This design comes from an exercise in tuning for small area and a short achievable clock period on the open sky130 flow, not from production work. Where RTL was checked, it was by simulation tests only, not by an equivalence proof against the original. Only the layout flow was run in runs 2 and 3; the RTL was not checked for function there. Power is estimated from default activity; no workload was simulated.

## flow/design.v (module list and top-level ports; edited modules follow where they fit)
// module fmultiplier: 1391 lines
// module fmul_fa: 10 lines
// module fmul_ha: 9 lines
module fmultiplier (
  input  logic        clk,
  input  logic        reset_n,
  input  logic [31:0] A,
  input  logic [31:0] B,
  output logic [31:0] result,
  output logic        exception
);
  // ...
==> flow/flow/run.sh <==
#!/bin/bash
# Own layout flow: the standard layout (standard.sh), with the synthesis
# script changed by flow/mksynth.sh (the design's full/half-adder modules mapped
# onto the library's adder cells; no early abc -fast) and with Yosys's own
# full-adder extraction off (ADDER_MAP_FILE empty), since the design's adders
# are already cells. Extra make variables, if any, come from flow/make_args.
# Registers, their names and all steps after synthesis are the standard flow's.
set -euo pipefail
W=$PWD
bash flow/mksynth.sh "$W/synth_recipe.tcl" "$W" > flow_mksynth.log 2>&1
sed -e "s#$W/synth_recipe.tcl#$W/flow_synth.tcl#" standard.sh > flow_standard.sh
grep -q flow_synth.tcl flow_standard.sh
args=(ADDER_MAP_FILE=)
if [[ -f flow/make_args ]]; then
  while read -r a; do [[ -n "$a" ]] && args+=("$a"); done < flow/make_args
fi
echo "make args: ${args[*]}" > flow_make.log
bash flow_standard.sh "${args[@]}" finish >> flow_make.log 2>&1
==> flow/flow/make_args <==
BUFFER_PORTS_ARGS=-buffer_cell sky130_fd_sc_hd__buf_4
==> flow/flow/mksynth.sh <==
#!/bin/bash
# usage: mksynth.sh FLOW_SYNTH_TCL OUTDIR
# Writes OUTDIR/flow_synth.tcl and OUTDIR/flow_synth_core.tcl: the standard flow's synthesis
# script (ORFS synthesis without fsm/share, then flatten and rename) with two
# changes: each fmul_fa / fmul_ha instance of the design becomes the library's
# full / half adder cell (the modules have the cells' pin names and functions),
# and Yosys's synth runs without its early "abc -fast" pass.
set -euo pipefail
src=$1; out=$2
core=$out/flow_synth_core.tcl
awk -v fa="${FA_CELL:-sky130_fd_sc_hd__fa_1}" '
  { print }
  /^hierarchy -check -top \$::env\(DESIGN_NAME\)$/ && !done {
    print "# map the design'"'"'s full-adder modules onto the library cell"
    print "chtype -map fmul_fa " fa
    print "chtype -map fmul_ha sky130_fd_sc_hd__ha_1"
    print "read_liberty -overwrite -setattr liberty_cell -lib {*}$::env(LIB_FILES)"
    print "hierarchy -check -top $::env(DESIGN_NAME)"
    done = 1
  }' "$FLOW_HOME/scripts/synth.tcl" > "$core"
grep -q "chtype -map fmul_fa" "$core"
sed -e 's/yosys synth -nofsm -noshare /yosys synth -nofsm -noshare -noabc /' \
    -e "s#source \$::env(SCRIPTS_DIR)/synth.tcl#source $core#" "$src" > "$out/flow_synth.tcl"
grep -q -- "-noabc" "$out/flow_synth.tcl"
grep -q "$core" "$out/flow_synth.tcl"
==> flow/standard.sh <==
#!/bin/bash
# synth_recipe.tcl (not shown) runs the flow's synth.tcl, then flattens the netlist and writes it again
# the make line also repeats each setting of config.mk as NAME=value (left out here)
make -C /OpenROAD-flow-scripts/flow DESIGN_CONFIG=/design/flow/config.mk WORK_HOME=/design/flow/orfs CLKGATE_MAP_FILE= SYNTH_SCRIPT=/design/flow/synth_recipe.tcl "${@:-finish}"
==> flow/config.mk <==
export PLATFORM = sky130hd
export DESIGN_NAME = fmultiplier
export DESIGN_NICKNAME = fmultiplier
export VERILOG_FILES = /design/flow/design.v
export SDC_FILE = /design/flow/constraint.sdc
export NUM_CORES = 4
export LEC_CHECK = 0
export CAP_MARGIN = 20
export CORE_MARGIN = 2
export CORE_UTILIZATION = 65
export CTS_BUF_LIST = sky130_fd_sc_hd__clkbuf_4 sky130_fd_sc_hd__clkbuf_8
export PLACE_DENSITY = 0.75
export SETUP_SLACK_MARGIN = 4.5
export SLEW_MARGIN = 20
==> flow/constraint.sdc <==
create_clock -name core_clock -period 10.0 [get_ports {clk}]
set_input_delay 2.0000 -clock core_clock [delete_from_list [all_inputs] [get_ports {clk}]]
set_output_delay 2.0000 -clock core_clock [all_outputs]
set_load 0.01 [all_outputs]
==> run summary, run 1 <==
* Status: complete, no violations
* Switching pwr at 4.41 mW
* Fraction of area in multi-input gates at 77.0%
* Crit path from: B[18]
* Area share of and/or/nand/nor cells after synthesis at 18.0%
* DR pass1 iterations at 6
* Pwr dens at 393 nW/um2
* DR iter-0 viols at 1,835
* Clock-pin slew on the worst setup and hold paths at 0.08 ns
* Delay-heaviest family, CP: adder cells
* Utilization after layout at 69.2%
* # fillers at 2,296
* Vias per inst at 6.35
* Synthesis Warnings at 3
* Reg power frac at 12.6%
* RR Endpoint: result[30]
* Data buffer area share at 3.57%
* Reg2reg path depth at 14
* Post-route design area at 21,200 um2
* CP Depth at 8
* Max reg flops at 95
* Post-Synth Adder-Cell Area at 50.9%
* Flip-flop and latch power at 1.05 mW
* Setup Buffers After CTS at 0
* RSZ-0062 raised after global routing: false
* Leading cell kind: multi-input combinational cells
* Final cell count without fillers at 2,406
* Leading area contributor after synthesis: fa_1
* Sequential share of the synthesized area at 14.9%
* Clock power share at 5.4%
* Top sig layer: met5
* Seq cells at 142
* Worst clock skew at 0.0195 ns
* IO buf count at 98
* Synth Flop Type: dfxtp_1
* Post-synth top cells: nand2_1 (583), fa_1 (489), clkbuf_1 (170)
* Synthesized flop and latch total at 142
* Top cell type's share of synthesized area at 48.3%
==> run 2, diff against run 1 <==
--- a/flow/design.v
+++ b/flow/design.v
@@ -1317,71 +1317,63 @@
   logic [24:0] a1;
   assign a0 = p[47:24];
   assign h  = {t[47:25] ^ g[46:24], t[24] ^ gg[6][23]};
   always_comb begin
     hp[0] = 1'b1;
     for (int i = 1; i < 24; i++) hp[i] = hp[i-1] & h[i-1];
   end
   assign a1 = {hp[23] & h[23], a0 ^ hp};
-  logic        norm, rnd1, rnd0;
-  logic [22:0] frac;
-  logic [1:0]  inc;    
+  logic norm, rnd1, rnd0;
   assign norm = p[47];
   assign rnd1 = p[23] & (p[22] | p[21] | sticky | p[24]);
   assign rnd0 = p[22] & (p[21] | sticky | p[23]);
-  always_comb begin
-    if (norm) begin
-      frac = rnd1 ? a1[22:0] : a0[22:0];
-      inc  = (rnd1 & a1[24]) ? 2'd2 : 2'd1;
-    end else begin
-      if (!rnd0)       frac = {a0[21:0], p[23]};
-      else if (!p[23]) frac = {a0[21:0], 1'b1};
-      else             frac = {a1[21:0], 1'b0};
-      inc  = (rnd0 & p[23] & a1[23]) ? 2'd1 : 2'd0;
-    end
-  end
   logic signed [9:0] e0, e1, e2;
   logic uf0, uf1, uf2, of0, of1, of2;
   assign e0  = exp_q;
   assign e1  = exp_q + 10'd1;
   assign e2  = exp_q + 10'd2;
   assign uf0 = e0 <= 10'sd0;
   assign uf1 = e1 <= 10'sd0;
   assign uf2 = e2 <= 10'sd0;
   assign of0 = e0 >= 10'sd255;
   assign of1 = e1 >= 10'sd255;
   assign of2 = e2 >= 10'sd255;
-  logic       uf, of;
-  logic [7:0] ef;
+  logic [22:0] frac_n1, frac_n0;
+  logic        up_n1, up_n0, uf_n1, uf_n0, of_n1, of_n0;
+  logic [7:0]  ef_n1, ef_n0;
+  assign frac_n1 = rnd1 ? a1[22:0] : a0[22:0];
+  assign up_n1   = rnd1 & a1[24];
+  assign uf_n1   = up_n1 ? uf2 : uf1;
+  assign of_n1   = up_n1 ? of2 : of1;
+  assign ef_n1   = up_n1 ? e2[7:0] : e1[7:0];
   always_comb begin
-    case (inc)
-      2'd0:    begin uf = uf0; of = of0; ef = e0[7:0]; end
-      2'd1:    begin uf = uf1; of = of1; ef = e1[7:0]; end
-      default: begin uf = uf2; of = of2; ef = e2[7:0]; end
-    endcase
+    if (!rnd0)       frac_n0 = {a0[21:0], p[23]};
+    else if (!p[23]) frac_n0 = {a0[21:0], 1'b1};
+    else             frac_n0 = {a1[21:0], 1'b0};
   end
+  assign up_n0 = rnd0 & p[23] & a1[23];
+  assign uf_n0 = up_n0 ? uf1 : uf0;
+  assign of_n0 = up_n0 ? of1 : of0;
+  assign ef_n0 = up_n0 ? e1[7:0] : e0[7:0];
+  logic [30:0] mag_n1, mag_n0;
+  assign mag_n1 = (zero_q | uf_n1) ? 31'd0 : of_n1 ? {8'hFF, 23'd0} : {ef_n1, frac_n1};
+  assign mag_n0 = (zero_q | uf_n0) ? 31'd0 : of_n0 ? {8'hFF, 23'd0} : {ef_n0, frac_n0};
   logic [31:0] result_d;
   logic        exception_d;
   always_comb begin
-    result_d    = 32'h0000_0000;
-    exception_d = 1'b0;
     if (nan_q) begin
       result_d    = 32'h7FC0_0000;
       exception_d = 1'b1;
     end else if (inf_q) begin
       result_d    = {sign_q, 8'hFF, 23'd0};
       exception_d = 1'b1;
-    end else if (zero_q | uf) begin
-      result_d = {sign_q, 31'd0};
-    end else if (of) begin
-      result_d    = {sign_q, 8'hFF, 23'd0};
-      exception_d = 1'b1;
     end else begin
-      result_d = {sign_q, ef, frac};
+      result_d    = {sign_q, norm ? mag_n1 : mag_n0};
+      exception_d = ~zero_q & (norm ? of_n1 : of_n0);
     end
   end
   always_ff @(posedge clk or negedge reset_n) begin
     if (!reset_n) begin
       result    <= 32'h0000_0000;
       exception <= 1'b0;
     end else begin
       result    <= result_d;
==> flow/flow/mksynth.sh (replaced) <==
#!/bin/bash
# usage: mksynth.sh FLOW_SYNTH_TCL OUTDIR
# Writes OUTDIR/flow_synth.tcl and OUTDIR/flow_synth_core.tcl: the standard flow's synthesis
# script (ORFS synthesis without fsm/share, then flatten and rename) with two
# changes: each fmul_fa / fmul_ha / fmul_aoi22 / fmul_xor2 instance of the
# design becomes the library's fa / ha / a22oi / xor2 cell (the modules have the
# cells' pin names and functions),
# and Yosys's synth runs without its early "abc -fast" pass.
set -euo pipefail
src=$1; out=$2
core=$out/flow_synth_core.tcl
awk -v fa="${FA_CELL:-sky130_fd_sc_hd__fa_1}" '
  { print }
  /^hierarchy -check -top \$::env\(DESIGN_NAME\)$/ && !done {
    print "# map the design'"'"'s full-adder modules onto the library cell"
    print "chtype -map fmul_fa " fa
    print "chtype -map fmul_ha sky130_fd_sc_hd__ha_1"
    print "chtype -map fmul_aoi22 sky130_fd_sc_hd__a22oi_1"
    print "chtype -map fmul_xor2 sky130_fd_sc_hd__xor2_1"
    print "read_liberty -overwrite -setattr liberty_cell -lib {*}$::env(LIB_FILES)"
    print "hierarchy -check -top $::env(DESIGN_NAME)"
    done = 1
  }' "$FLOW_HOME/scripts/synth.tcl" > "$core"
grep -q "chtype -map fmul_fa" "$core"
sed -e 's/yosys synth -nofsm -noshare /yosys synth -nofsm -noshare -noabc /' \
    -e "s#source \$::env(SCRIPTS_DIR)/synth.tcl#source $core#" "$src" > "$out/flow_synth.tcl"
grep -q -- "-noabc" "$out/flow_synth.tcl"
grep -q "$core" "$out/flow_synth.tcl"
--- a/flow/config.mk
+++ b/flow/config.mk
@@ -5,10 +5,10 @@
 export SDC_FILE = /design/flow/constraint.sdc
 export NUM_CORES = 4
 export LEC_CHECK = 0
 export CAP_MARGIN = 20
 export CORE_MARGIN = 2
 export CORE_UTILIZATION = 65
 export CTS_BUF_LIST = sky130_fd_sc_hd__clkbuf_4 sky130_fd_sc_hd__clkbuf_8
 export PLACE_DENSITY = 0.75
-export SETUP_SLACK_MARGIN = 4.5
+export SETUP_SLACK_MARGIN = 5
 export SLEW_MARGIN = 20
==> run 2 against run 1 <==
Global-route usage up 1.3 points. Sequential power is essentially flat. Count of clock-buffer cells in the layout shrank 3. Via count is 1.9% higher. First-iteration DRC count decreased by 9.3%. Final area grew 2.7%. Register-to-register slack improved by 0.28 ns. Still clean on timing, DRC and antenna. Highest routed layer is now met4. Core utilization increased by 1.8 points. Clock power about the same. Power is 2.1% higher. Clock skew grew 0.011 ns. Critical path depth is the same.
==> run summary, run 2 <==
* Status: complete, no violations
* Startpoint types: primary input
* Crit-path max FO at 25
* Max reg flops at 95 (unchanged)
* Largest net degree at the start of global routing at 38
* Synth Flop Type: dfxtp_1
* DR iter-0 viols at 1,665 (-9.3%)
* CTS tree: yes
* Mapped Area at 20,300 um2
* CTS root buf: clkbuf_8
* Internal at 4.09 mW
* Post-Syn Nets at 2,644
* Top cell type's share of synthesized area at 48.2% (about the same)
* Post-synth EDFFs at 0
* Via count of the first global-routing pass at 17,000
* Cells after synthesis at 2,050
* Most common cell after layout, fill and taps aside: nand2_1
* Reg2reg path depth at 14 (unchanged)
* Latest clock arrival within the worst-skew pair at 0.50 ns
* Initial antenna violation count at 1
* FF-to-FF Start: pq[44]
* Global-route wire length before repair at 91,900 um
* Wire per inst at 23.9 um
* Dpl ws at 4.40 ns
* Fmax at 0.200 GHz
* # DRC at 0
* Clock power share at 5.4% (about the same)
* Most flops, register: pq
* Ports at 99
* Setup TNS at 0 ns
* GR Overflow Total at 0
* Synth cell types at 79
* Synth async-reset ratio at 26.1%
* Synthesis Warnings at 3 (unchanged)
* Die W at 181 um
* Final worst slack at 4.99 ns
* Switching pwr at 4.42 mW (+0.20%)
* CTS Buf Count at 17
* Nets at 2,594
* Sink Count at 142
* Final Slew Violations at 0
* Reg power frac at 12.3% (-0.3 points)
* Hold path cells at 1
* Total track usage at 36.9%
* CTS Buffer Depth at 2
* FP Rows at 64
* Max Cap Viol at 0
* Fin crit period at 5.01 ns
* Antenna Cells at 0
* Final hold vios at 0
* Overall Power at 8.50 mW
* Setup CP Type: in -> reg
* Hold WC Path Type: reg -> reg
* Leak at 7.84 nW
* Hold Crit Start: sign_q
* Reg2reg setup slack at 5.21 ns
* Leading area contributor after synthesis: fa_1
* Slew at the pin closest to its max-slew limit at 0.924 ns
* Syn avg cell area at 9.90 um2
* Top flop regs: pq (95), result (32), exp_q (10)
* Synth area leaders: fa_1 (48%), nand2_1 (11%), dfxtp_1 (10%), dfrtp_1 (4.4%), xnor2_1 (3.5%)
* Final ANT Viol Nets at 0
* Combinational Power Share at 82.3%
* # fillers at 2,288 (-0.35%)
* Area grow syn2layout at 7.37%
* CP max stage delay at 0.60 ns
* Slowest-stage cell, CP: fa_1
* CP Buf/Inv Count at 1
* Delay-heaviest family, CP: adder cells
* FF/Latch Area at 3030 um2
* Pwr dens at 390 nW/um2 (-0.59%)
* Maximum vdd ir drop at 0.314 mV
* Die area at 32,700 um2
* Placement Cell Area at 21,200 um2
* Post-synth top cells: nand2_1 (586), fa_1 (489), clkbuf_1 (160)
* RSZ-0062 raised after global routing: true
* CP Data Required Time at 10.36 ns
* Most frequent cells in the layout: nand2_1 (561), fa_1 (385), dfxtp_1 (105)
* RR Endpoint: result[3]
* Most frequent cell after synthesis: nand2_1
* IO buf count at 98 (unchanged)
* Gpl congestion at 0.965
* Vias per inst at 6.46 (+1.7%)
* Vias at 15,600
* Post-route design area at 21,800 um2 (+2.7%)
* Area of the multi-input gates at 16,700 um2
* Initial cell density of the core at 66.2%
* Switching Fraction at 52.0%
* Tcrit/Tclk final at 50.1%
* Clock-pin slew on the worst setup and hold paths at 0.09 ns (about the same)
* Worst clock skew at 0.0303 ns (+0.0108 ns)
* Chip height at 181 um
* Synthesized flop and latch total at 142 (unchanged)
* Layout cells sized above 1 at 15.6%
* H-tree Lvls at 4
* Post-DP HPWL at 41,800 um
* Final wirelength at 57,600 um
* WHS Endpoint: result[31]
* Max_slew headroom at 38.2%
* Setup violations, final at 0
* CP Capture Type: register
* DR pass1 iterations at 6 (unchanged)
* Core area at 30,700 um2
* Worst EP arrival at 5.37 ns
* Hold bufs inserted after CTS at 0
* Sequential share of the synthesized area at 14.9% (about the same)
* Cell Chain, Critical Path: buf_6 > nand2_1 > fa_1 > fa_1 > fa_2 > fa_2 > fa_1 > fa_2
-- run 2: cell types whose count changed in the layout (fill, tap and decap cells not counted), moves of 16 or more --
cell     delta
xnor2_1    +16
o22ai_1    +19
nand2_1    -22
buf_4      -43
buf_6      +42
fa_1      -104
nand2_2    +18
fa_2      +104
-- run 2: routing by layer --
| layer | wire length, um | GRT usage [%] | vias to the layer above |
|---|---|---|---|
| met5 | 0 | 0 | - |
| met4 | 1800 | 12.6 | 0 |
| met3 | 7640 | 11.6 | 179 |
| met2 | 26100 | 56.7 | 1107 |
| met1 | 22100 | 50.3 | 7887 |
| li1 | - | - | 6381 |
-- run 2: worst max-delay path by stage --
stage          cells past startpoint      to  start
2_1_floorplan                      9  pq[39]  A[20]
3_3_place_gp                       8  pq[37]   A[1]
3_5_place_dp                       8  pq[37]  B[10]
4_1_cts                            8  pq[37]   A[9]
5_1_grt                            8  pq[37]   B[9]
6_report                           8  pq[37]  B[17]
-- run 2: cell type report --
class,instances,area share (%)
tap,396,2.27
inverter,61,1.05
clock buffer,17,1.07
sequential,142,13.9
clock inverter,15,0.655
timing repair buffer,101,4.24
multi-input combinational,1677,76.8
-- run 2: power groups by stage --
stage | clock network, mW | registers, mW | logic [mW]
2_1_floorplan | 0 | 1.04 | 5.16
3_3_place_gp | 0 | 1.05 | 6.65
3_5_place_dp | 0 | 1.06 | 6.84
4_1_cts | 0.464 | 1.05 | 6.89
5_1_grt | 0.482 | 1.07 | 7.75
6_report | 0.455 | 1.05 | 7.00
-- run 2: cells by family (layout without fill, tap and decap cells) --
logic type / Yosys count / after routing / share of synthesized area [%]
and+or+nand+nor: 825 / 825 / 17.4
adders and majority gates: 533 / 533 / 50.9
buffers and inverters: 231 / 194 / 4.45
AOI/OAI and AO/OA: 185 / 185 / 6.39
DFF: 142 / 142 / 14.9
xor gates and xnor gates: 120 / 120 / 5.18
muxes: 14 / 14 / 0.746
-- run 2: through the flow --
step / utilization, % / hold slack (ns) / cells
2_1_floorplan: - / 0.439 / 2050
3_3_place_gp: 69.2 / 0.455 / 2376
3_5_place_dp: 69.2 / 0.462 / 2376
4_1_cts: 70.6 / 0.484 / 2409
5_1_grt: 71.1 / 0.505 / 2409
6_report: 71.1 / 0.470 / 2409
-- run 2: what timing repair did --
| action | in CTS | in global routing |
|---|---|---|
| buffers inserted | 1 | 0 |
| gates resized for setup | 11 | 38 |
| setup endpoints to repair | 21 | 20 |
| pin swaps | 1 | 0 |
==> run 3, diff against run 2 <==
==> flow/flow/make_args (replaced) <==
BUFFER_PORTS_ARGS=-buffer_cell sky130_fd_sc_hd__buf_2
--- a/flow/config.mk
+++ b/flow/config.mk
@@ -7,8 +7,8 @@
 export LEC_CHECK = 0
 export CAP_MARGIN = 20
 export CORE_MARGIN = 2
-export CORE_UTILIZATION = 65
+export CORE_UTILIZATION = 70
 export CTS_BUF_LIST = sky130_fd_sc_hd__clkbuf_4 sky130_fd_sc_hd__clkbuf_8
-export PLACE_DENSITY = 0.75
-export SETUP_SLACK_MARGIN = 5
+export PLACE_DENSITY = 0.8
+export SETUP_SLACK_MARGIN = 4.5
 export SLEW_MARGIN = 20
==> run 3 against run 2 <==
Still clean on timing, DRC and antenna. Combinational power down 4.9%. Count of clock-buffer cells in the layout up 4. First-iteration DRC count decreased by 9.4%. Routed wire length down 3.1%. Sequential share of layout area grew 0.48 points. Power down 2.9%. Clock skew shrank 0.012 ns. Largest power group unchanged.
==> run summary, run 3 <==
* CP Capture Type: register
* Final ANT Viol Nets at 0 (unchanged)
* Post-DP HPWL at 40,200 um (-3.8%)
* Hold WC Path Type: reg -> reg
* Synth area leaders: fa_1 (48%), nand2_1 (11%), dfxtp_1 (10%), dfrtp_1 (4.4%), xnor2_1 (3.5%)
* Switching pwr at 4.20 mW (-4.9%)
* IO buf count at 98 (unchanged)
* Most frequent cells in the layout: nand2_1 (585), fa_1 (489), dfxtp_1 (105)
* Pwr dens at 392 nW/um2 (+0.49%)
* Final Slew Violations at 0 (unchanged)
* Post-Syn Nets at 2,644 (unchanged)
* Reg power frac at 12.8% (+0.5 points)
* CTS tree: yes
* Max Cap Viol at 0 (unchanged)
* Synthesized flop and latch total at 142 (unchanged)
* Clock power share at 6.6% (+1.2 points)
* Core area at 28,600 um2 (-6.7%)
* Setup violations, final at 0 (unchanged)
* Clock-pin slew on the worst setup and hold paths at 0.07 ns (-0.02 ns)
* Maximum vdd ir drop at 0.284 mV (-9.6%)
* Post-synth top cells: nand2_1 (586), fa_1 (489), clkbuf_1 (160)
* Combinational Power Share at 80.6% (-1.7 points)
* Die area at 30,400 um2 (-7.0%)
* Max_slew headroom at 38.8% (+0.60 points)
* Final Hold Slack at 0.483 ns (+0.0136 ns)
* Gpl congestion at 0.978 (+1.4%)
* Synth Flop Type: dfxtp_1
* Worst EP arrival at 5.72 ns (+0.35 ns)
* CTS Buf Count at 17 (unchanged)
* Cells after synthesis at 2,050 (unchanged)
* Final cell count without fillers at 2,394 (-0.62%)
* Max reg flops at 95 (unchanged)
* Latest clock arrival within the worst-skew pair at 0.49 ns (about the same)
* Chip height at 174 um (-3.6%)
* # DRC at 0 (unchanged)
* Worst clock skew at 0.0179 ns (-0.0124 ns)
* Crit-path max FO at 25 (unchanged)
* Leak at 7.74 nW (-1.3%)
* Global-route wire length before repair at 89,000 um (-3.2%)
* FP Rows at 62 (-3.1%)
* Final wirelength at 55,800 um (-3.1%)
* Fmax at 0.186 GHz (-6.6%)
* Cells after DPL at 2,363 (-0.55%)
* DR iter-0 viols at 1,508 (-9.4%)
* Setup CP Type: in -> reg
* Most flops, register: pq
* Most common cell after layout, fill and taps aside: nand2_1
* Wire per inst at 23.3 um (-2.5%)
* Sequential share of the synthesized area at 14.9% (unchanged)
* Slew at the pin closest to its max-slew limit at 0.916 ns (-0.00816 ns)
* Initial antenna violation count at 1 (unchanged)
* Die W at 174 um (-3.6%)
* CP Data Required Time at 10.36 ns (about the same)
* Status: complete, no violations
* Synth cell types at 79 (unchanged)
* Synthesis Warnings at 3 (unchanged)
* Initial cell density of the core at 70.9% (+4.7 points)
* Mapped Area at 20,300 um2 (unchanged)
* Syn avg cell area at 9.90 um2 (unchanged)
* Total track usage at 38.8% (+1.9 points)
* RSZ-0062 raised after global routing: false
* H-tree Lvls at 4 (unchanged)
* Nets at 2,592 (-0.077%)
* Vias per inst at 6.54 (+1.3%)
* Setup Buffers After CTS at 0 (-1)
* Vias at 15,700 (+0.69%)
* GR Overflow Total at 0 (unchanged)
* CTS root buf: clkbuf_8
* CTS Buffer Depth at 2 (unchanged)
* Ports at 99 (unchanged)
* Synth async-reset ratio at 26.1% (unchanged)
* Utilization after layout at 73.6% (+2.5 points)
* Top flop regs: pq (95), result (32), exp_q (10)
* Sink Count at 142 (unchanged)
* Startpoint types: primary input
* Top cell type's share of synthesized area at 48.2% (unchanged)
* Fin crit period at 5.36 ns (+0.355 ns)
* Area grow syn2layout at 3.79%
* Tcrit/Tclk final at 53.6% (+3.5 points)
* Layout cells sized above 1 at 8.96% (-6.6 points)
* Internal at 4.06 mW (-0.69%)
* Switching Fraction at 50.9% (-1.1 points)
* Final hold vios at 0 (unchanged)
* Largest net degree at the start of global routing at 38 (unchanged)
* Setup TNS at 0 ns (unchanged)
* Antenna Cells at 0 (unchanged)
* DR pass1 iterations at 8 (+2)
* Via count of the first global-routing pass at 16,700 (-1.4%)
* # fillers at 2,041 (-11%)
* Post-synth EDFFs at 0 (unchanged)
* Most frequent cell after synthesis: nand2_1
* Leading area contributor after synthesis: fa_1
## run 3: cell count changes in the layout (fill, tap and decap cells not counted), sizes merged
| cell | before | now |
|---|---|---|
| inv | 73 | 61 |
| clkinv | 2 | 5 |
| bufinv | 0 | 5 |
| clkinvlp | 1 | 0 |
| clkbuf | 17 | 21 |
| buf | 101 | 99 |
## run 3: timing repair
| item | in CTS | in global routing |
|---|---|---|
| endpoints found under the setup margin | 0 | 10 |
| gates resized for setup | 0 | 1 |
| hold buffers | 0 | 0 |
## run 3: worst max-delay path, stage by stage
cell	delay, ns
buf_2	0.54
nand2_1	0.18
fa_1	0.55
fa_1	0.61
fa_1	0.46
fa_1	0.41
fa_1	0.56
fa_1	0.40
## run 3: through the flow
stage	cell area, um2	setup WS (ns)	power (mW)
CTS	21100	4.72	8.16
global route	21100	4.50	9.05
detailed placement	20600	4.20	7.61
global placement	20600	4.24	7.40
finish	21100	4.64	8.26
floorplan	20300	4.48	6.06
## run 3: cell type report
class | instances | area [um2] | area share [%]
timing repair buffer | 99 | 498 | 2.36
multi-input combinational | 1677 | 16400 | 77.7
clock buffer | 21 | 277 | 1.31
inverter | 61 | 229 | 1.09
tap | 384 | 480 | 2.28
sequential | 142 | 3030 | 14.4
clock inverter | 10 | 186 | 0.885
## run 3: path summary, 6_finish.rpt
path	from	to	slack, ns	cells after the start
setup / recovery	A[3]	pq[39]	4.64	8
hold / removal	sign_q	result[31]	0.48	1
setup reg to reg	pq[44]	result[2]	4.85	12
hold reg to reg	sign_q	result[31]	0.48	1
max in group asynchronous	reset_n	result[8]	7.90	1
min in group asynchronous	reset_n	result[30]	1.59	1
## run 3: per-layer routing
metal / vias up / GRT usage [%] / wire length (um)
met1: 7850 / 50.2 / 20000
met4: 2 / 15.2 / 2090
met3: 231 / 12.5 / 7360
met2: 1194 / 61.7 / 26400
met5: - / 0 / 13
li1: 6385 / - / -
## run 3: power by group through the flow
stage	logic (mW)	registers [mW]	clock network, mW
5_1_grt	7.40	1.08	0.573
3_5_place_dp	6.54	1.07	0
4_1_cts	6.56	1.05	0.552
6_report	6.66	1.06	0.548
3_3_place_gp	6.34	1.06	0
2_1_floorplan	5.02	1.04	0
## run 3: logic make-up after synthesis
kind of cell / count (synthesis) / share of synthesized area, %
muxes: 14 / 0.746
buffers and inverters: 231 / 4.45
xor gates and xnor gates: 120 / 5.18
adders and majority gates: 533 / 50.9
and+or+nand+nor: 825 / 17.4
DFF: 142 / 14.9
AOI/OAI and AO/OA: 185 / 6.39

## separate check: timing with driven ports
Ports are ideal in the flow. The routed layouts listed here were re-timed in OpenROAD.
Step 1 sets driving cells, clkbuf_16 on the clock port and buf_2 on the other inputs (assumed; they add their load-dependent delay and slew).
Step 2 also shifts input and output timing later by t, the mid clock arrival at the registers, as if the neighbouring blocks saw the same clock.
Slacks: no drivers / after step 1 / after step 2; pairs: no drivers / after step 1.
| run | shift t [ns] | setup slack, ns | worst data-port slew with drivers (ns) | cell pins on the clock port's net |
|---|---|---|---|---|
| run 1 | 0.515 | 4.768 / 4.773 / 4.258 | 0.07 | 1 |
| run 2 | 0.534 | 4.991 / 4.997 / 4.463 | 0.07 | 1 |
| run 3 | 0.526 | 4.636 / 4.654 / 4.129 | 0.05 | 1 |
After both steps setup and hold are still met in every run listed. The setup slack of run 2, which loses most, moves by +0.006 ns with the drivers and by -0.528 ns with both steps.
